This design comes from an exercise in tuning for small area, a short achievable clock period and few clock cycles per item on the open sky130 flow, not from production work. The RTL was checked by simulation tests, not by an equivalence proof against the original design.

## flow/design.v (module list and top-level ports; edited modules follow where they fit)
// module md_mul: 1197 lines
// module md_clz: 10 lines
// module md_div_steps: 22 lines
// module md_unit: 156 lines
module md_unit (
  input  logic        clk,
  input  logic        reset,
  input  logic        start,
  input  logic        flush,
  input  logic [3:0]  MD_op,
  input  logic [31:0] A,
  input  logic [31:0] B,
  output logic        busy,
  output logic        stall,
  output logic [31:0] HI,
  output logic [31:0] LO
);
  // ...
==> flow/run.sh <==
#!/bin/bash
# synth_recipe.tcl (not shown) runs the flow's synth.tcl, then flattens the netlist and writes it again
# the make line also repeats each setting of config.mk as NAME=value (left out here)
make -C /OpenROAD-flow-scripts/flow DESIGN_CONFIG=/design/flow/config.mk WORK_HOME=/design/flow/orfs CLKGATE_MAP_FILE= SYNTH_SCRIPT=/design/flow/synth_recipe.tcl finish
==> flow/config.mk <==
export PLATFORM = sky130hd
export DESIGN_NAME = md_unit
export DESIGN_NICKNAME = md_unit
export VERILOG_FILES = /design/flow/design.v
export SDC_FILE = /design/flow/constraint.sdc
export NUM_CORES = 4
export LEC_CHECK = 0
export CAP_MARGIN = 20
export CORE_MARGIN = 2
export CORE_UTILIZATION = 30
export SETUP_SLACK_MARGIN = 4
export SLEW_MARGIN = 20
==> flow/constraint.sdc <==
create_clock -name core_clock -period 80.0 [get_ports {clk}]
set_input_delay 16.0000 -clock core_clock [delete_from_list [all_inputs] [get_ports {clk}]]
set_output_delay 16.0000 -clock core_clock [all_outputs]
set_load 0.01 [all_outputs]
==> results.py, run 1 <==
metrics = {
    "synthesis": {
        "synth_top_area_share": 0.117,
        "yosysTopAreaCell": "fa_1",
        "syn_avg_cell_area_um2": 7.09,
        "synth-seq-cells": 187,
        "synth_edf_count": 53,
        "yosys.area_share.xor_xnor": 0.0884,
        "synth_fp_nets": 7014,
        "synth_seq_area_share": 0.101,
    },
    "sta": {
        "hold_slack_ps": 520,
        "post-route-min-period_ps": 33910,
    },
    "layout": {
        "seq_share": 0.0929,
        "diodes": 6,
        "nFillCells": 16364,
        "multi_input_cells": 5203,
    },
    "routing": {
        "viasPerCell": 6.33,
        "wl_met3_um": 26900,
    },
    "critical_path": {
        "reg2reg_to": "hi_q[28]",
    },
    "floorplan": {
        "fp.dieW_um": 394,
    },
    "outcome": {
        "status": "complete, no violations",
    },
    "cts": {
        "clk_transition_reported_paths_ps": 80,
        "cts_setup_buffers": 0,
    },
    "global_routing": {
        "grt-ovfl-total": 0,
        "gr-usage-met2": 0.437,
    },
    "placement": {
        "io_buffer_count": 137,
        "dpl_worst_slack_ps": 46120,
        "globalplace.congestion": 1.04,
    },
}
Testbench counts, summed over its fixed seeds: cycles 4,101, ops 2,400.
==> module md_div_steps, before the edit <==
module md_div_steps #(
  parameter int S = 4
) (
  input  logic [31:0] d,
  input  logic [31:0] r_i,
  input  logic [31:0] q_i,
  output logic [31:0] r_o,
  output logic [31:0] q_o
);
  logic [S:0][31:0]   r;
  logic [S:0][31:0]   q;
  logic [S-1:0][32:0] t;
  assign r[0] = r_i;
  assign q[0] = q_i;
  for (genvar i = 0; i < S; i++) begin : g_step
    assign t[i] = {r[i], q[i][31]} - {1'b0, d};
    assign r[i+1] = t[i][32] ? {r[i][30:0], q[i][31]} : t[i][31:0];
    assign q[i+1] = {q[i][30:0], ~t[i][32]};
  end
  assign r_o = r[S];
  assign q_o = q[S];
endmodule
==> module md_unit, before the edit <==
module md_unit (
  input  logic        clk,
  input  logic        reset,
  input  logic        start,
  input  logic        flush,
  input  logic [3:0]  MD_op,
  input  logic [31:0] A,
  input  logic [31:0] B,
  output logic        busy,
  output logic        stall,
  output logic [31:0] HI,
  output logic [31:0] LO
);
  localparam int S  = md_unit_pkg::DIV_STEPS;
  localparam int LS = md_unit_pkg::DIV_LOG;
  localparam int CW = 6 - LS;   
  localparam logic [4:0] SHM = 32 - S;   
  logic          busy_q;
  logic          mul_q;     
  logic [31:0]   hi_q;
  logic [31:0]   lo_q;
  logic [CW-1:0] cnt_q;
  logic [63:0]   t_q;       
  logic [32:0]   x_q;       
  logic [16:0]   ch_q;      
  logic          sub_q;
  logic          qneg_q;
  logic          rneg_q;
  logic acc_go;
  logic op_mul, op_acc, op_div, op_sgn, op_sub;
  assign acc_go = start & ~flush & ~busy_q;
  assign op_mul = (MD_op == md_unit_pkg::MD_MULT)  | (MD_op == md_unit_pkg::MD_MULTU) |
                  (MD_op == md_unit_pkg::MD_MADD)  | (MD_op == md_unit_pkg::MD_MADDU) |
                  (MD_op == md_unit_pkg::MD_MSUB)  | (MD_op == md_unit_pkg::MD_MSUBU);
  assign op_acc = (MD_op == md_unit_pkg::MD_MADD)  | (MD_op == md_unit_pkg::MD_MADDU) |
                  (MD_op == md_unit_pkg::MD_MSUB)  | (MD_op == md_unit_pkg::MD_MSUBU);
  assign op_sub = (MD_op == md_unit_pkg::MD_MSUB)  | (MD_op == md_unit_pkg::MD_MSUBU);
  assign op_div = (MD_op == md_unit_pkg::MD_DIV)   | (MD_op == md_unit_pkg::MD_DIVU);
  assign op_sgn = (MD_op == md_unit_pkg::MD_MULT)  | (MD_op == md_unit_pkg::MD_DIV) |
                  (MD_op == md_unit_pkg::MD_MADD)  | (MD_op == md_unit_pkg::MD_MSUB);
  assign busy  = busy_q;
  assign stall = busy_q | (start & (MD_op != 4'd0) & (MD_op <= 4'd12));
  assign HI    = hi_q;
  assign LO    = lo_q;
  logic [32:0] a33, b33;
  logic        a_fit, b_fit;
  logic [32:0] x_s;
  logic [16:0] c_s;
  logic [63:0] acc_s;
  logic [32:0] x_m;
  logic [16:0] c_m;
  logic [63:0] acc_m;
  logic [63:0] p;
  logic [63:0] mres;
  logic        msub;
  assign a33   = {op_sgn & A[31], A};
  assign b33   = {op_sgn & B[31], B};
  assign a_fit = (a33[32:16] == 17'h00000) | (a33[32:16] == 17'h1ffff);
  assign b_fit = (b33[32:16] == 17'h00000) | (b33[32:16] == 17'h1ffff);
  assign x_s   = (b_fit | ~a_fit) ? a33 : b33;
  assign c_s   = b_fit ? b33[16:0] : (a_fit ? a33[16:0] : {1'b0, B[15:0]});
  assign acc_s = op_acc ? ({hi_q, lo_q} ^ {64{op_sub}}) : 64'd0;
  assign x_m   = busy_q ? x_q  : x_s;
  assign c_m   = busy_q ? ch_q : c_s;
  assign acc_m = busy_q ? {16'd0, t_q[63:16]} : acc_s;
  md_mul u_mul (
    .x   (x_m),
    .c   (c_m),
    .acc (acc_m),
    .p   (p)
  );
  assign msub = busy_q ? sub_q : op_sub;
  assign mres = (busy_q ? {p[47:0], t_q[15:0]} : p) ^ {64{msub}};
  logic        a_neg, b_neg, b_zero;
  logic [31:0] am, bm;
  logic [5:0]  na, nb;
  logic [5:0]  k;         
  logic        q_zero;    
  logic [CW-1:0] ncyc;    
  logic [4:0]  sh;        
  logic [63:0] rq0;
  assign a_neg  = op_sgn & A[31];
  assign b_neg  = op_sgn & B[31];
  assign am     = a_neg ? -A : A;
  assign bm     = b_neg ? -B : B;
  assign b_zero = (B == 32'd0);
  md_clz u_clza (.x(am), .n(na));
  md_clz u_clzb (.x(bm), .n(nb));
  assign q_zero = (nb < na);
  assign k      = nb - na;
  assign ncyc   = CW'(k[4:0] >> LS) + CW'(1);
  assign sh     = ~k[4:0] & SHM;
  assign rq0    = {32'd0, am} << sh;
  logic [31:0] r_n, q_n;
  md_div_steps #(.S(S)) u_steps (
    .d   (x_q[31:0]),
    .r_i (t_q[63:32]),
    .q_i (t_q[31:0]),
    .r_o (r_n),
    .q_o (q_n)
  );
  logic last;
  assign last = (cnt_q == CW'(1));
  always_ff @(posedge clk or posedge reset) begin
    if (reset) begin
      busy_q <= 1'b0;
    end else if (busy_q) begin
      if (flush | mul_q | last) busy_q <= 1'b0;
    end else if (acc_go) begin
      if (op_div & ~b_zero & ~q_zero) busy_q <= 1'b1;
      if (op_mul & ~a_fit & ~b_fit)   busy_q <= 1'b1;
    end
  end
  always_ff @(posedge clk) begin
    if (busy_q) begin
      cnt_q <= cnt_q - CW'(1);
      t_q   <= {r_n, q_n};
    end else begin
      mul_q  <= op_mul;
      cnt_q  <= ncyc;
      t_q    <= op_div ? rq0 : p;
      x_q    <= op_div ? {1'b0, bm} : a33;
      ch_q   <= b33[32:16];
      sub_q  <= op_sub;
      qneg_q <= a_neg ^ b_neg;
      rneg_q <= a_neg;
    end
  end
  always_ff @(posedge clk or posedge reset) begin
    if (reset) begin
      hi_q <= 32'd0;
      lo_q <= 32'd0;
    end else if (busy_q) begin
      if (~flush & mul_q) begin
        hi_q <= mres[63:32];
        lo_q <= mres[31:0];
      end else if (~flush & last) begin
        hi_q <= rneg_q ? -r_n : r_n;
        lo_q <= qneg_q ? -q_n : q_n;
      end
    end else if (acc_go) begin
      if (op_mul & (a_fit | b_fit)) begin
        hi_q <= mres[63:32];
        lo_q <= mres[31:0];
      end else if (op_mul) begin
      end else if (op_div & ~b_zero & q_zero) begin
        hi_q <= A;
        lo_q <= 32'd0;
      end else if (MD_op == md_unit_pkg::MD_MTHI) begin
        hi_q <= A;
      end else if (MD_op == md_unit_pkg::MD_MTLO) begin
        lo_q <= A;
      end
    end
  end
endmodule
==> run 2: changes to the inputs <==
--- a/flow/design.v
+++ b/flow/design.v
@@ -10,95 +10,743 @@
   localparam logic [3:0] MD_MFLO  = 4'd8;
   localparam logic [3:0] MD_MADD  = 4'd9;
   localparam logic [3:0] MD_MADDU = 4'd10;
   localparam logic [3:0] MD_MSUB  = 4'd11;
   localparam logic [3:0] MD_MSUBU = 4'd12;
   localparam int DIV_STEPS = 4;
   localparam int DIV_LOG   = 2;   
 endpackage
+module md_add64 (
+  input  logic [63:0] a,
+  input  logic [63:0] b,
+  input  logic        cin,
+  output logic [63:0] s,
+  output logic        co
+);
+  logic [63:0] g, p;
+  assign g = a & b;
+  assign p = a ^ b;
+  logic g0c;
+  assign g0c = g[0] | (p[0] & cin);
+  logic G0;
+  assign G0 = g[1] | (p[1] & g0c);
+  logic G1;
+  assign G1 = g[3] | (p[3] & g[2]);
+  logic P1;
+  assign P1 = p[3] & p[2];
+  logic G2;
+  assign G2 = g[5] | (p[5] & g[4]);
+  logic P2;
+  assign P2 = p[5] & p[4];
+  logic G3;
+  assign G3 = g[7] | (p[7] & g[6]);
+  logic P3;
+  assign P3 = p[7] & p[6];
+  logic G4;
+  assign G4 = g[9] | (p[9] & g[8]);
+  logic P4;
+  assign P4 = p[9] & p[8];
+  logic G5;
+  assign G5 = g[11] | (p[11] & g[10]);
+  logic P5;
+  assign P5 = p[11] & p[10];
+  logic G6;
+  assign G6 = g[13] | (p[13] & g[12]);
+  logic P6;
+  assign P6 = p[13] & p[12];
+  logic G7;
+  assign G7 = g[15] | (p[15] & g[14]);
+  logic P7;
+  assign P7 = p[15] & p[14];
+  logic G8;
+  assign G8 = g[17] | (p[17] & g[16]);
+  logic P8;
+  assign P8 = p[17] & p[16];
+  logic G9;
+  assign G9 = g[19] | (p[19] & g[18]);
+  logic P9;
+  assign P9 = p[19] & p[18];
+  logic G10;
+  assign G10 = g[21] | (p[21] & g[20]);
+  logic P10;
+  assign P10 = p[21] & p[20];
+  logic G11;
+  assign G11 = g[23] | (p[23] & g[22]);
+  logic P11;
+  assign P11 = p[23] & p[22];
+  logic G12;
+  assign G12 = g[25] | (p[25] & g[24]);
+  logic P12;
+  assign P12 = p[25] & p[24];
+  logic G13;
+  assign G13 = g[27] | (p[27] & g[26]);
+  logic P13;
+  assign P13 = p[27] & p[26];
+  logic G14;
+  assign G14 = g[29] | (p[29] & g[28]);
+  logic P14;
+  assign P14 = p[29] & p[28];
+  logic G15;
+  assign G15 = g[31] | (p[31] & g[30]);
+  logic P15;
+  assign P15 = p[31] & p[30];
+  logic G16;
+  assign G16 = g[33] | (p[33] & g[32]);
+  logic P16;
+  assign P16 = p[33] & p[32];
+  logic G17;
+  assign G17 = g[35] | (p[35] & g[34]);
+  logic P17;
+  assign P17 = p[35] & p[34];
+  logic G18;
+  assign G18 = g[37] | (p[37] & g[36]);
+  logic P18;
+  assign P18 = p[37] & p[36];
+  logic G19;
+  assign G19 = g[39] | (p[39] & g[38]);
+  logic P19;
+  assign P19 = p[39] & p[38];
+  logic G20;
+  assign G20 = g[41] | (p[41] & g[40]);
+  logic P20;
+  assign P20 = p[41] & p[40];
+  logic G21;
+  assign G21 = g[43] | (p[43] & g[42]);
+  logic P21;
+  assign P21 = p[43] & p[42];
+  logic G22;
+  assign G22 = g[45] | (p[45] & g[44]);
+  logic P22;
+  assign P22 = p[45] & p[44];
+  logic G23;
+  assign G23 = g[47] | (p[47] & g[46]);
+  logic P23;
+  assign P23 = p[47] & p[46];
+  logic G24;
+  assign G24 = g[49] | (p[49] & g[48]);
+  logic P24;
+  assign P24 = p[49] & p[48];
+  logic G25;
+  assign G25 = g[51] | (p[51] & g[50]);
+  logic P25;
+  assign P25 = p[51] & p[50];
+  logic G26;
+  assign G26 = g[53] | (p[53] & g[52]);
+  logic P26;
+  assign P26 = p[53] & p[52];
+  logic G27;
+  assign G27 = g[55] | (p[55] & g[54]);
+  logic P27;
+  assign P27 = p[55] & p[54];
+  logic G28;
+  assign G28 = g[57] | (p[57] & g[56]);
+  logic P28;
+  assign P28 = p[57] & p[56];
+  logic G29;
+  assign G29 = g[59] | (p[59] & g[58]);
+  logic P29;
+  assign P29 = p[59] & p[58];
+  logic G30;
+  assign G30 = g[61] | (p[61] & g[60]);
+  logic P30;
+  assign P30 = p[61] & p[60];
+  logic G31;
+  assign G31 = g[63] | (p[63] & g[62]);
+  logic P31;
+  assign P31 = p[63] & p[62];
+  logic G32;
+  assign G32 = G1 | (P1 & G0);
+  logic G33;
+  assign G33 = G3 | (P3 & G2);
+  logic P33;
+  assign P33 = P3 & P2;
+  logic G34;
+  assign G34 = G5 | (P5 & G4);
+  logic P34;
+  assign P34 = P5 & P4;
+  logic G35;
+  assign G35 = G7 | (P7 & G6);
+  logic P35;
+  assign P35 = P7 & P6;
+  logic G36;
+  assign G36 = G9 | (P9 & G8);
+  logic P36;
+  assign P36 = P9 & P8;
+  logic G37;
+  assign G37 = G11 | (P11 & G10);
+  logic P37;
+  assign P37 = P11 & P10;
+  logic G38;
+  assign G38 = G13 | (P13 & G12);
+  logic P38;
+  assign P38 = P13 & P12;
+  logic G39;
+  assign G39 = G15 | (P15 & G14);
+  logic P39;
+  assign P39 = P15 & P14;
+  logic G40;
+  assign G40 = G17 | (P17 & G16);
+  logic P40;
+  assign P40 = P17 & P16;
+  logic G41;
+  assign G41 = G19 | (P19 & G18);
+  logic P41;
+  assign P41 = P19 & P18;
+  logic G42;
+  assign G42 = G21 | (P21 & G20);
+  logic P42;
+  assign P42 = P21 & P20;
+  logic G43;
+  assign G43 = G23 | (P23 & G22);
+  logic P43;
+  assign P43 = P23 & P22;
+  logic G44;
+  assign G44 = G25 | (P25 & G24);
+  logic P44;
+  assign P44 = P25 & P24;
+  logic G45;
+  assign G45 = G27 | (P27 & G26);
+  logic P45;
+  assign P45 = P27 & P26;
+  logic G46;
+  assign G46 = G29 | (P29 & G28);
+  logic P46;
+  assign P46 = P29 & P28;
+  logic G47;
+  assign G47 = G31 | (P31 & G30);
+  logic P47;
+  assign P47 = P31 & P30;
+  logic G48;
+  assign G48 = G33 | (P33 & G32);
+  logic G49;
+  assign G49 = G35 | (P35 & G34);
+  logic P49;
+  assign P49 = P35 & P34;
+  logic G50;
+  assign G50 = G37 | (P37 & G36);
+  logic P50;
+  assign P50 = P37 & P36;
+  logic G51;
+  assign G51 = G39 | (P39 & G38);
+  logic P51;
+  assign P51 = P39 & P38;
+  logic G52;
+  assign G52 = G41 | (P41 & G40);
+  logic P52;
+  assign P52 = P41 & P40;
+  logic G53;
+  assign G53 = G43 | (P43 & G42);
+  logic P53;
+  assign P53 = P43 & P42;
+  logic G54;
+  assign G54 = G45 | (P45 & G44);
+  logic P54;
+  assign P54 = P45 & P44;
+  logic G55;
+  assign G55 = G47 | (P47 & G46);
+  logic P55;
+  assign P55 = P47 & P46;
+  logic G56;
+  assign G56 = G49 | (P49 & G48);
+  logic G57;
+  assign G57 = G51 | (P51 & G50);
+  logic P57;
+  assign P57 = P51 & P50;
+  logic G58;
+  assign G58 = G53 | (P53 & G52);
+  logic P58;
+  assign P58 = P53 & P52;
+  logic G59;
+  assign G59 = G55 | (P55 & G54);
+  logic P59;
+  assign P59 = P55 & P54;
+  logic G60;
+  assign G60 = G57 | (P57 & G56);
+  logic G61;
+  assign G61 = G59 | (P59 & G58);
+  logic P61;
+  assign P61 = P59 & P58;
+  logic G62;
+  assign G62 = G61 | (P61 & G60);
+  logic G63;
+  assign G63 = G58 | (P58 & G60);
+  logic G64;
+  assign G64 = G50 | (P50 & G56);
+  logic G65;
+  assign G65 = G52 | (P52 & G60);
+  logic G66;
+  assign G66 = G54 | (P54 & G63);
+  logic G67;
+  assign G67 = G34 | (P34 & G48);
+  logic G68;
+  assign G68 = G36 | (P36 & G56);
+  logic G69;
+  assign G69 = G38 | (P38 & G64);
+  logic G70;
+  assign G70 = G40 | (P40 & G60);
+  logic G71;
+  assign G71 = G42 | (P42 & G65);
+  logic G72;
+  assign G72 = G44 | (P44 & G63);
+  logic G73;
+  assign G73 = G46 | (P46 & G66);
+  logic G74;
+  assign G74 = G2 | (P2 & G32);
+  logic G75;
+  assign G75 = G4 | (P4 & G48);
+  logic G76;
+  assign G76 = G6 | (P6 & G67);
+  logic G77;
+  assign G77 = G8 | (P8 & G56);
+  logic G78;
+  assign G78 = G10 | (P10 & G68);
+  logic G79;
+  assign G79 = G12 | (P12 & G64);
+  logic G80;
+  assign G80 = G14 | (P14 & G69);
+  logic G81;
+  assign G81 = G16 | (P16 & G60);
+  logic G82;
+  assign G82 = G18 | (P18 & G70);
+  logic G83;
+  assign G83 = G20 | (P20 & G65);
+  logic G84;
+  assign G84 = G22 | (P22 & G71);
+  logic G85;
+  assign G85 = G24 | (P24 & G63);
+  logic G86;
+  assign G86 = G26 | (P26 & G72);
+  logic G87;
+  assign G87 = G28 | (P28 & G66);
+  logic G88;
+  assign G88 = G30 | (P30 & G73);
+  logic G89;
+  assign G89 = g[2] | (p[2] & G0);
+  logic G90;
+  assign G90 = g[4] | (p[4] & G32);
+  logic G91;
+  assign G91 = g[6] | (p[6] & G74);
+  logic G92;
+  assign G92 = g[8] | (p[8] & G48);
+  logic G93;
+  assign G93 = g[10] | (p[10] & G75);
+  logic G94;
+  assign G94 = g[12] | (p[12] & G67);
+  logic G95;
+  assign G95 = g[14] | (p[14] & G76);
+  logic G96;
+  assign G96 = g[16] | (p[16] & G56);
+  logic G97;
+  assign G97 = g[18] | (p[18] & G77);
+  logic G98;
+  assign G98 = g[20] | (p[20] & G68);
+  logic G99;
+  assign G99 = g[22] | (p[22] & G78);
+  logic G100;
+  assign G100 = g[24] | (p[24] & G64);
+  logic G101;
+  assign G101 = g[26] | (p[26] & G79);
+  logic G102;
+  assign G102 = g[28] | (p[28] & G69);
+  logic G103;
+  assign G103 = g[30] | (p[30] & G80);
+  logic G104;
+  assign G104 = g[32] | (p[32] & G60);
+  logic G105;
+  assign G105 = g[34] | (p[34] & G81);
+  logic G106;
+  assign G106 = g[36] | (p[36] & G70);
+  logic G107;
+  assign G107 = g[38] | (p[38] & G82);
+  logic G108;
+  assign G108 = g[40] | (p[40] & G65);
+  logic G109;
+  assign G109 = g[42] | (p[42] & G83);
+  logic G110;
+  assign G110 = g[44] | (p[44] & G71);
+  logic G111;
+  assign G111 = g[46] | (p[46] & G84);
+  logic G112;
+  assign G112 = g[48] | (p[48] & G63);
+  logic G113;
+  assign G113 = g[50] | (p[50] & G85);
+  logic G114;
+  assign G114 = g[52] | (p[52] & G72);
+  logic G115;
+  assign G115 = g[54] | (p[54] & G86);
+  logic G116;
+  assign G116 = g[56] | (p[56] & G66);
+  logic G117;
+  assign G117 = g[58] | (p[58] & G87);
+  logic G118;
+  assign G118 = g[60] | (p[60] & G73);
+  logic G119;
+  assign G119 = g[62] | (p[62] & G88);
+  assign s[0] = p[0] ^ cin;
+  assign s[1] = p[1] ^ g0c;
+  assign s[2] = p[2] ^ G0;
+  assign s[3] = p[3] ^ G89;
+  assign s[4] = p[4] ^ G32;
+  assign s[5] = p[5] ^ G90;
+  assign s[6] = p[6] ^ G74;
+  assign s[7] = p[7] ^ G91;
+  assign s[8] = p[8] ^ G48;
+  assign s[9] = p[9] ^ G92;
+  assign s[10] = p[10] ^ G75;
+  assign s[11] = p[11] ^ G93;
+  assign s[12] = p[12] ^ G67;
+  assign s[13] = p[13] ^ G94;
+  assign s[14] = p[14] ^ G76;
+  assign s[15] = p[15] ^ G95;
+  assign s[16] = p[16] ^ G56;
+  assign s[17] = p[17] ^ G96;
+  assign s[18] = p[18] ^ G77;
+  assign s[19] = p[19] ^ G97;
+  assign s[20] = p[20] ^ G68;
+  assign s[21] = p[21] ^ G98;
+  assign s[22] = p[22] ^ G78;
+  assign s[23] = p[23] ^ G99;
+  assign s[24] = p[24] ^ G64;
+  assign s[25] = p[25] ^ G100;
+  assign s[26] = p[26] ^ G79;
+  assign s[27] = p[27] ^ G101;
+  assign s[28] = p[28] ^ G69;
+  assign s[29] = p[29] ^ G102;
+  assign s[30] = p[30] ^ G80;
+  assign s[31] = p[31] ^ G103;
+  assign s[32] = p[32] ^ G60;
+  assign s[33] = p[33] ^ G104;
+  assign s[34] = p[34] ^ G81;
+  assign s[35] = p[35] ^ G105;
+  assign s[36] = p[36] ^ G70;
+  assign s[37] = p[37] ^ G106;
+  assign s[38] = p[38] ^ G82;
+  assign s[39] = p[39] ^ G107;
+  assign s[40] = p[40] ^ G65;
+  assign s[41] = p[41] ^ G108;
+  assign s[42] = p[42] ^ G83;
+  assign s[43] = p[43] ^ G109;
+  assign s[44] = p[44] ^ G71;
+  assign s[45] = p[45] ^ G110;
+  assign s[46] = p[46] ^ G84;
+  assign s[47] = p[47] ^ G111;
+  assign s[48] = p[48] ^ G63;
+  assign s[49] = p[49] ^ G112;
+  assign s[50] = p[50] ^ G85;
+  assign s[51] = p[51] ^ G113;
+  assign s[52] = p[52] ^ G72;
+  assign s[53] = p[53] ^ G114;
+  assign s[54] = p[54] ^ G86;
+  assign s[55] = p[55] ^ G115;
+  assign s[56] = p[56] ^ G66;
+  assign s[57] = p[57] ^ G116;
+  assign s[58] = p[58] ^ G87;
+  assign s[59] = p[59] ^ G117;
+  assign s[60] = p[60] ^ G73;
+  assign s[61] = p[61] ^ G118;
+  assign s[62] = p[62] ^ G88;
+  assign s[63] = p[63] ^ G119;
+  assign co = G62;
+endmodule
+module md_add33 (
+  input  logic [32:0] a,
+  input  logic [32:0] b,
+  input  logic        cin,
+  output logic [32:0] s,
+  output logic        co
+);
+  logic [32:0] g, p;
+  assign g = a & b;
+  assign p = a ^ b;
+  logic g0c;
+  assign g0c = g[0] | (p[0] & cin);
+  logic G0;
+  assign G0 = g[1] | (p[1] & g0c);
+  logic G1;
+  assign G1 = g[3] | (p[3] & g[2]);
+  logic P1;
+  assign P1 = p[3] & p[2];
+  logic G2;
+  assign G2 = g[5] | (p[5] & g[4]);
+  logic P2;
+  assign P2 = p[5] & p[4];
+  logic G3;
+  assign G3 = g[7] | (p[7] & g[6]);
+  logic P3;
+  assign P3 = p[7] & p[6];
+  logic G4;
+  assign G4 = g[9] | (p[9] & g[8]);
+  logic P4;
+  assign P4 = p[9] & p[8];
+  logic G5;
+  assign G5 = g[11] | (p[11] & g[10]);
+  logic P5;
+  assign P5 = p[11] & p[10];
+  logic G6;
+  assign G6 = g[13] | (p[13] & g[12]);
+  logic P6;
+  assign P6 = p[13] & p[12];
+  logic G7;
+  assign G7 = g[15] | (p[15] & g[14]);
+  logic P7;
+  assign P7 = p[15] & p[14];
+  logic G8;
+  assign G8 = g[17] | (p[17] & g[16]);
+  logic P8;
+  assign P8 = p[17] & p[16];
+  logic G9;
+  assign G9 = g[19] | (p[19] & g[18]);
+  logic P9;
+  assign P9 = p[19] & p[18];
+  logic G10;
+  assign G10 = g[21] | (p[21] & g[20]);
+  logic P10;
+  assign P10 = p[21] & p[20];
+  logic G11;
+  assign G11 = g[23] | (p[23] & g[22]);
+  logic P11;
+  assign P11 = p[23] & p[22];
+  logic G12;
+  assign G12 = g[25] | (p[25] & g[24]);
+  logic P12;
+  assign P12 = p[25] & p[24];
+  logic G13;
+  assign G13 = g[27] | (p[27] & g[26]);
+  logic P13;
+  assign P13 = p[27] & p[26];
+  logic G14;
+  assign G14 = g[29] | (p[29] & g[28]);
+  logic P14;
+  assign P14 = p[29] & p[28];
+  logic G15;
+  assign G15 = g[31] | (p[31] & g[30]);
+  logic P15;
+  assign P15 = p[31] & p[30];
+  logic G16;
+  assign G16 = G1 | (P1 & G0);
+  logic G17;
+  assign G17 = G3 | (P3 & G2);
+  logic P17;
+  assign P17 = P3 & P2;
+  logic G18;
+  assign G18 = G5 | (P5 & G4);
+  logic P18;
+  assign P18 = P5 & P4;
+  logic G19;
+  assign G19 = G7 | (P7 & G6);
+  logic P19;
+  assign P19 = P7 & P6;
+  logic G20;
+  assign G20 = G9 | (P9 & G8);
+  logic P20;
+  assign P20 = P9 & P8;
+  logic G21;
+  assign G21 = G11 | (P11 & G10);
+  logic P21;
+  assign P21 = P11 & P10;
+  logic G22;
+  assign G22 = G13 | (P13 & G12);
+  logic P22;
+  assign P22 = P13 & P12;
+  logic G23;
+  assign G23 = G15 | (P15 & G14);
+  logic P23;
+  assign P23 = P15 & P14;
+  logic G24;
+  assign G24 = G17 | (P17 & G16);
+  logic G25;
+  assign G25 = G19 | (P19 & G18);
+  logic P25;
+  assign P25 = P19 & P18;
+  logic G26;
+  assign G26 = G21 | (P21 & G20);
+  logic P26;
+  assign P26 = P21 & P20;
+  logic G27;
+  assign G27 = G23 | (P23 & G22);
+  logic P27;
+  assign P27 = P23 & P22;
+  logic G28;
+  assign G28 = G25 | (P25 & G24);
+  logic G29;
+  assign G29 = G27 | (P27 & G26);
+  logic P29;
+  assign P29 = P27 & P26;
+  logic G30;
+  assign G30 = G29 | (P29 & G28);
+  logic G31;
+  assign G31 = G26 | (P26 & G28);
+  logic G32;
+  assign G32 = G18 | (P18 & G24);
+  logic G33;
+  assign G33 = G20 | (P20 & G28);
+  logic G34;
+  assign G34 = G22 | (P22 & G31);
+  logic G35;
+  assign G35 = G2 | (P2 & G16);
+  logic G36;
+  assign G36 = G4 | (P4 & G24);
+  logic G37;
+  assign G37 = G6 | (P6 & G32);
+  logic G38;
+  assign G38 = G8 | (P8 & G28);
+  logic G39;
+  assign G39 = G10 | (P10 & G33);
+  logic G40;
+  assign G40 = G12 | (P12 & G31);
+  logic G41;
+  assign G41 = G14 | (P14 & G34);
+  logic G42;
+  assign G42 = g[2] | (p[2] & G0);
+  logic G43;
+  assign G43 = g[4] | (p[4] & G16);
+  logic G44;
+  assign G44 = g[6] | (p[6] & G35);
+  logic G45;
+  assign G45 = g[8] | (p[8] & G24);
+  logic G46;
+  assign G46 = g[10] | (p[10] & G36);
+  logic G47;
+  assign G47 = g[12] | (p[12] & G32);
+  logic G48;
+  assign G48 = g[14] | (p[14] & G37);
+  logic G49;
+  assign G49 = g[16] | (p[16] & G28);
+  logic G50;
+  assign G50 = g[18] | (p[18] & G38);
+  logic G51;
+  assign G51 = g[20] | (p[20] & G33);
+  logic G52;
+  assign G52 = g[22] | (p[22] & G39);
+  logic G53;
+  assign G53 = g[24] | (p[24] & G31);
+  logic G54;
+  assign G54 = g[26] | (p[26] & G40);
+  logic G55;
+  assign G55 = g[28] | (p[28] & G34);
+  logic G56;
+  assign G56 = g[30] | (p[30] & G41);
+  logic G57;
+  assign G57 = g[32] | (p[32] & G30);
+  assign s[0] = p[0] ^ cin;
+  assign s[1] = p[1] ^ g0c;
+  assign s[2] = p[2] ^ G0;
+  assign s[3] = p[3] ^ G42;
+  assign s[4] = p[4] ^ G16;
+  assign s[5] = p[5] ^ G43;
+  assign s[6] = p[6] ^ G35;
+  assign s[7] = p[7] ^ G44;
+  assign s[8] = p[8] ^ G24;
+  assign s[9] = p[9] ^ G45;
+  assign s[10] = p[10] ^ G36;
+  assign s[11] = p[11] ^ G46;
+  assign s[12] = p[12] ^ G32;
+  assign s[13] = p[13] ^ G47;
+  assign s[14] = p[14] ^ G37;
+  assign s[15] = p[15] ^ G48;
+  assign s[16] = p[16] ^ G28;
+  assign s[17] = p[17] ^ G49;
+  assign s[18] = p[18] ^ G38;
+  assign s[19] = p[19] ^ G50;
+  assign s[20] = p[20] ^ G33;
+  assign s[21] = p[21] ^ G51;
+  assign s[22] = p[22] ^ G39;
+  assign s[23] = p[23] ^ G52;
+  assign s[24] = p[24] ^ G31;
+  assign s[25] = p[25] ^ G53;
+  assign s[26] = p[26] ^ G40;
+  assign s[27] = p[27] ^ G54;
+  assign s[28] = p[28] ^ G34;
+  assign s[29] = p[29] ^ G55;
+  assign s[30] = p[30] ^ G41;
+  assign s[31] = p[31] ^ G56;
+  assign s[32] = p[32] ^ G30;
+  assign co = G57;
+endmodule
 module md_mul (
   input  logic [32:0] x,
   input  logic [16:0] c,
+  input  logic        neg,
   input  logic [63:0] acc,
   output logic [63:0] p
 );
   logic [18:0] cx;
   assign cx = {c[16], c, 1'b0};
   logic [34:0] xe;
   assign xe = {x[32], x, 1'b0};   
   logic b0_one, b0_two, b0_neg;
   logic [33:0] pp0;
   assign b0_one = cx[1] ^ cx[0];
   assign b0_two = (cx[2] & ~cx[1] & ~cx[0]) | (~cx[2] & cx[1] & cx[0]);
-  assign b0_neg = cx[2];
+  assign b0_neg = cx[2] ^ neg;
   for (genvar j = 0; j < 34; j++) begin : g_pp0
     assign pp0[j] = ((b0_one & xe[j + 1]) | (b0_two & xe[j])) ^ b0_neg;
   end
   logic b1_one, b1_two, b1_neg;
   logic [33:0] pp1;
   assign b1_one = cx[3] ^ cx[2];
   assign b1_two = (cx[4] & ~cx[3] & ~cx[2]) | (~cx[4] & cx[3] & cx[2]);
-  assign b1_neg = cx[4];
+  assign b1_neg = cx[4] ^ neg;
   for (genvar j = 0; j < 34; j++) begin : g_pp1
     assign pp1[j] = ((b1_one & xe[j + 1]) | (b1_two & xe[j])) ^ b1_neg;
   end
   logic b2_one, b2_two, b2_neg;
   logic [33:0] pp2;
   assign b2_one = cx[5] ^ cx[4];
   assign b2_two = (cx[6] & ~cx[5] & ~cx[4]) | (~cx[6] & cx[5] & cx[4]);
-  assign b2_neg = cx[6];
+  assign b2_neg = cx[6] ^ neg;
   for (genvar j = 0; j < 34; j++) begin : g_pp2
     assign pp2[j] = ((b2_one & xe[j + 1]) | (b2_two & xe[j])) ^ b2_neg;
   end
   logic b3_one, b3_two, b3_neg;
   logic [33:0] pp3;
   assign b3_one = cx[7] ^ cx[6];
   assign b3_two = (cx[8] & ~cx[7] & ~cx[6]) | (~cx[8] & cx[7] & cx[6]);
-  assign b3_neg = cx[8];
+  assign b3_neg = cx[8] ^ neg;
   for (genvar j = 0; j < 34; j++) begin : g_pp3
     assign pp3[j] = ((b3_one & xe[j + 1]) | (b3_two & xe[j])) ^ b3_neg;
   end
   logic b4_one, b4_two, b4_neg;
   logic [33:0] pp4;
   assign b4_one = cx[9] ^ cx[8];
   assign b4_two = (cx[10] & ~cx[9] & ~cx[8]) | (~cx[10] & cx[9] & cx[8]);
-  assign b4_neg = cx[10];
+  assign b4_neg = cx[10] ^ neg;
   for (genvar j = 0; j < 34; j++) begin : g_pp4
     assign pp4[j] = ((b4_one & xe[j + 1]) | (b4_two & xe[j])) ^ b4_neg;
   end
   logic b5_one, b5_two, b5_neg;
   logic [33:0] pp5;
   assign b5_one = cx[11] ^ cx[10];
   assign b5_two = (cx[12] & ~cx[11] & ~cx[10]) | (~cx[12] & cx[11] & cx[10]);
-  assign b5_neg = cx[12];
+  assign b5_neg = cx[12] ^ neg;
   for (genvar j = 0; j < 34; j++) begin : g_pp5
     assign pp5[j] = ((b5_one & xe[j + 1]) | (b5_two & xe[j])) ^ b5_neg;
   end
   logic b6_one, b6_two, b6_neg;
   logic [33:0] pp6;
   assign b6_one = cx[13] ^ cx[12];
   assign b6_two = (cx[14] & ~cx[13] & ~cx[12]) | (~cx[14] & cx[13] & cx[12]);
-  assign b6_neg = cx[14];
+  assign b6_neg = cx[14] ^ neg;
   for (genvar j = 0; j < 34; j++) begin : g_pp6
     assign pp6[j] = ((b6_one & xe[j + 1]) | (b6_two & xe[j])) ^ b6_neg;
   end
   logic b7_one, b7_two, b7_neg;
   logic [33:0] pp7;
   assign b7_one = cx[15] ^ cx[14];
   assign b7_two = (cx[16] & ~cx[15] & ~cx[14]) | (~cx[16] & cx[15] & cx[14]);
-  assign b7_neg = cx[16];
+  assign b7_neg = cx[16] ^ neg;
   for (genvar j = 0; j < 34; j++) begin : g_pp7
     assign pp7[j] = ((b7_one & xe[j + 1]) | (b7_two & xe[j])) ^ b7_neg;
   end
   logic b8_one, b8_two, b8_neg;
   logic [33:0] pp8;
   assign b8_one = cx[17] ^ cx[16];
   assign b8_two = (cx[18] & ~cx[17] & ~cx[16]) | (~cx[18] & cx[17] & cx[16]);
-  assign b8_neg = cx[18];
+  assign b8_neg = cx[18] ^ neg;
   for (genvar j = 0; j < 34; j++) begin : g_pp8
     assign pp8[j] = ((b8_one & xe[j + 1]) | (b8_two & xe[j])) ^ b8_neg;
   end
   logic w0, w1;
   assign w0 = pp0[14] ^ pp1[12];
   assign w1 = pp0[14] & pp1[12];
   logic w2, w3;
   assign w2 = pp0[15] ^ pp1[13];
@@ -1205,17 +1853,18 @@
   assign ra[60] = w647;
   assign rb[60] = w648;
   assign ra[61] = w649;
   assign rb[61] = w650;
   assign ra[62] = w651;
   assign rb[62] = w652;
   assign ra[63] = w653;
   assign rb[63] = w654;
-  assign p = ra + rb;
+  logic co_unused;
+  md_add64 u_cpa (.a(ra), .b(rb), .cin(1'b0), .s(p), .co(co_unused));
 endmodule
 module md_clz (
   input  logic [31:0] x,
   output logic [5:0]  n
 );
   always_comb begin
     n = 6'd32;
     for (int i = 0; i < 32; i++)
@@ -1232,17 +1881,24 @@
   output logic [31:0] q_o
 );
   logic [S:0][31:0]   r;
   logic [S:0][31:0]   q;
   logic [S-1:0][32:0] t;
   assign r[0] = r_i;
   assign q[0] = q_i;
   for (genvar i = 0; i < S; i++) begin : g_step
-    assign t[i] = {r[i], q[i][31]} - {1'b0, d};
+    logic co;
+    md_add33 u_sub (
+      .a   ({r[i], q[i][31]}),
+      .b   ({1'b1, ~d}),
+      .cin (1'b1),
+      .s   (t[i]),
+      .co  (co)
+    );
     assign r[i+1] = t[i][32] ? {r[i][30:0], q[i][31]} : t[i][31:0];
     assign q[i+1] = {q[i][30:0], ~t[i][32]};
   end
   assign r_o = r[S];
   assign q_o = q[S];
 endmodule
 module md_unit (
   input  logic        clk,
@@ -1300,28 +1956,29 @@
   logic [63:0] mres;
   logic        msub;
   assign a33   = {op_sgn & A[31], A};
   assign b33   = {op_sgn & B[31], B};
   assign a_fit = (a33[32:16] == 17'h00000) | (a33[32:16] == 17'h1ffff);
   assign b_fit = (b33[32:16] == 17'h00000) | (b33[32:16] == 17'h1ffff);
   assign x_s   = (b_fit | ~a_fit) ? a33 : b33;
   assign c_s   = b_fit ? b33[16:0] : (a_fit ? a33[16:0] : {1'b0, B[15:0]});
-  assign acc_s = op_acc ? ({hi_q, lo_q} ^ {64{op_sub}}) : 64'd0;
+  assign acc_s = op_acc ? {hi_q, lo_q} : 64'd0;
   assign x_m   = busy_q ? x_q  : x_s;
   assign c_m   = busy_q ? ch_q : c_s;
   assign acc_m = busy_q ? {16'd0, t_q[63:16]} : acc_s;
   md_mul u_mul (
     .x   (x_m),
     .c   (c_m),
+    .neg (msub),
     .acc (acc_m),
     .p   (p)
   );
   assign msub = busy_q ? sub_q : op_sub;
-  assign mres = (busy_q ? {p[47:0], t_q[15:0]} : p) ^ {64{msub}};
+  assign mres = busy_q ? {p[47:0], t_q[15:0]} : p;
   logic        a_neg, b_neg, b_zero;
   logic [31:0] am, bm;
   logic [5:0]  na, nb;
   logic [5:0]  k;         
   logic        q_zero;    
   logic [CW-1:0] ncyc;    
   logic [4:0]  sh;        
   logic [63:0] rq0;
@@ -1361,22 +2018,24 @@
     if (busy_q) begin
       cnt_q <= cnt_q - CW'(1);
       t_q   <= {r_n, q_n};
     end else begin
       mul_q  <= op_mul;
       cnt_q  <= ncyc;
       t_q    <= op_div ? rq0 : p;
       x_q    <= op_div ? {1'b0, bm} : a33;
-      ch_q   <= b33[32:16];
-      sub_q  <= op_sub;
       qneg_q <= a_neg ^ b_neg;
       rneg_q <= a_neg;
     end
   end
+  always_ff @(posedge clk) begin
+    ch_q  <= b33[32:16];
+    sub_q <= op_sub;
+  end
   always_ff @(posedge clk or posedge reset) begin
     if (reset) begin
       hi_q <= 32'd0;
       lo_q <= 32'd0;
     end else if (busy_q) begin
       if (~flush & mul_q) begin
         hi_q <= mres[63:32];
         lo_q <= mres[31:0];
==> results.py, run 2 <==
metrics = {
    "routing": {
        "viasPerCell": 5.97,
        "dr.pass1.iters": 8,
        "vias": 39351,
        "drt_iter0_markers": 5129,
        "wl_per_cell_um": 27.7,
        "drt-total-wl_um": 183000,
        "ant_nets": 0,
        "drc": 0,
    },
    "synthesis": {
        "ys.warnings.count": 2,
        "synth_seq_area_share": 0.113,
        "synth-seq-cells": 187,
        "syn_inst": 4886,
        "synth_area_leaders": "fa_1 (18%), ha_1 (7.8%), xnor2_1 (7.8%)",
        "synth_fp_nets": 5560,
        "yosys-top-cells-count": "nand2_1 (431), inv_1 (400), fa_1 (358)",
        "async_flop_share": 0.348,
        "syn_area_um2": 39300,
        "synthFlopType": "dfxtp_1",
        "syn_avg_cell_area_um2": 8.05,
        "synth.distinct_cells": 93,
        "synth_edf_count": 36,
        "yosysTopAreaCell": "fa_1",
        "synth_top_area_share": 0.182,
        "synth.most_common_cell": "nand2_1",
    },
    "sta": {
        "min_period_over_period": 0.422,
        "rsz0062_at_grt": "false",
        "slew_headroom": 0.223,
        "fin_setup_tns_ps": 0,
        "post-route-min-period_ps": 33730,
        "hold_violations": 0,
        "max_clock_freq_mhz": 29.6,
        "worst_slew_pin_slew_ps": 1160,
        "skew_ps": 19.0,
        "drv_slew": 0,
        "finalSetupViolations": 0,
    },
    "floorplan": {
        "fp.dieW_um": 366,
        "dieArea_um2": 134000,
        "io_pins": 138,
        "rows": 132,
        "die_y_um": 366,
        "coreArea_um2": 130000,
        "start_util": 0.303,
    },
    "placement": {
        "globalplace.congestion": 1.03,
        "numPlacedInstances": 6551,
        "io_buffer_count": 137,
        "dp_hpwl_um": 141000,
    },
    "cts": {
        "cts.sinks": 187,
        "cts_setup_buffers": 0,
        "cts_resized": 0,
        "cts_max_path_buffers": 2,
        "root_buffer": "clkbuf_16",
        "numCtsBuffers": 17,
        "cts_hold_buf": 0,
        "cts_tree": "built",
        "htreeDepth": 4,
        "clk_latency_ps": 530,
        "clk_transition_reported_paths_ps": 90,
    },
    "critical_path": {
        "crit_required_ps": 64000,
        "start_kind": "input port",
        "cp_max_fo": 10,
        "crit_type": "input port to output pin",
        "worst_setup_path_end_kind": "output pin",
        "crit_arrival_ps": 17730,
    },
    "layout": {
        "layout-drive-gt1-share": 0.0620,
        "final_cells": 6595,
        "final_common_cell": "nand2_1",
        "fin_nets": 5502,
        "largest_reg_flops": 64,
        "fin_util": 0.335,
        "area_growth_pct": 10.7,
        "layout_common_cells": "nand2_1 (429), inv_1 (398), fa_1 (358)",
        "top_register": "t_q",
        "largest_registers": "t_q x64, x_q x33",
    },
    "job": {
        "drv_cap": 0,
    },
    "global_routing": {
        "grt-ovfl-total": 0,
        "grt_pass1_wl_um": 262000,
        "grt_max_degree": 75,
        "grtUsageTotal": 0.264,
        "antenna_found_initial": 13,
        "grt_pass1_vias": 37265,
    },
    "min_path": {
        "hp-class": "flop to flop",
    },
    "outcome": {
        "status": "complete, no violations",
    },
}
-- run 2: worst paths after layout --
path	to	start	depth (start not counted)	slack, ps
worst max-delay path	stall	MD_op[0]	5	46270
worst min-delay path	cnt_q[0]	cnt_q[0]	1	520
worst max register to register	lo_q[26]	x_q[0]	63	60810
worst min register to register	cnt_q[0]	cnt_q[0]	1	520
max in group asynchronous	hi_q[13]	reset	3	63070
min in group asynchronous	lo_q[20]	reset	2	15840
-- run 2: layer usage --
metal	wire (um)	global-route usage	vias up	share of wire
met1	74700	0.358	19272	0.41
met5	102	0	-	0.00056
li1	-	-	16993	-
met2	75900	0.384	2547	0.42
met4	9340	0.123	16	0.051
met3	22800	0.0746	523	0.12
-- run 2: layout make-up --
| class | count | area (um2) |
|---|---|---|
| diodes | 12 | 30.0 |
| repair buffers | 279 | 2440 |
| inverters | 407 | 1530 |
| multi-input cells | 3936 | 32300 |
| well taps | 1742 | 2180 |
| clock inverters | 15 | 189 |
| clock buffers | 17 | 425 |
| fillers | 13811 | 86300 |
| flip-flops and latches | 187 | 4430 |
-- run 2: cell families after synthesis --
group / synth area share
mux: 0.0593
flops: 0.113
simple gates: 0.143
xor+xnor: 0.124
buf+inv: 0.0741
fa+ha+maj: 0.260
compound gates: 0.226
-- run 2: worst max-delay path: stages --
cell	delay, ps
clkdlybuf4s50_1	580
nor2_1	350
o211ai_1	150
nand2_1	90
clkdlybuf4s50_1	560
-- run 2: through the flow --
stage / cell area [um2] / setup slack [ps] / hold WS [ps]
CTS: 43500 / 46270 / 507
global route: 43500 / 46100 / 533
finish: 43500 / 46270 / 516
detailed placement: 42900 / 46280 / 494
floorplan: 39300 / 47300 / 461
global placement: 42900 / 46200 / 481
Testbench counts of run 2, summed over its fixed seeds: cycles 4,101, ops 2,400.

## what the ideal ports hide
The flow's constraints put no driver on any port. The routed layouts listed below were extracted and timed again, unchanged, in two steps.
Step 1: set_driving_cell puts a clkbuf_16 on clk and a buf_2 on each other input, an assumption about the parent block.
Step 2 adds t to the input delays and takes it off the output delays; t is the mean of the earliest and latest rising clock arrival at the registers after step 1. Input paths then give back, and output paths get back, about the clock's delay inside the block.
Three values: ideal ports, drivers, drivers and shift; two values: the first two.
run	t, ns	slack for setup (ns)	clock arrival spread, ns	cell pins on the clock port's net
run 1	0.608	46.087 / 46.066 / 46.066	0.042 / 0.042	1
run 2	0.579	46.268 / 46.245 / 46.245	0.019 / 0.019	1
After both steps every run listed still meets setup and hold. For run 2, which loses most, drivers alone change the setup slack by -0.023 ns; drivers and shift together by -0.023 ns.
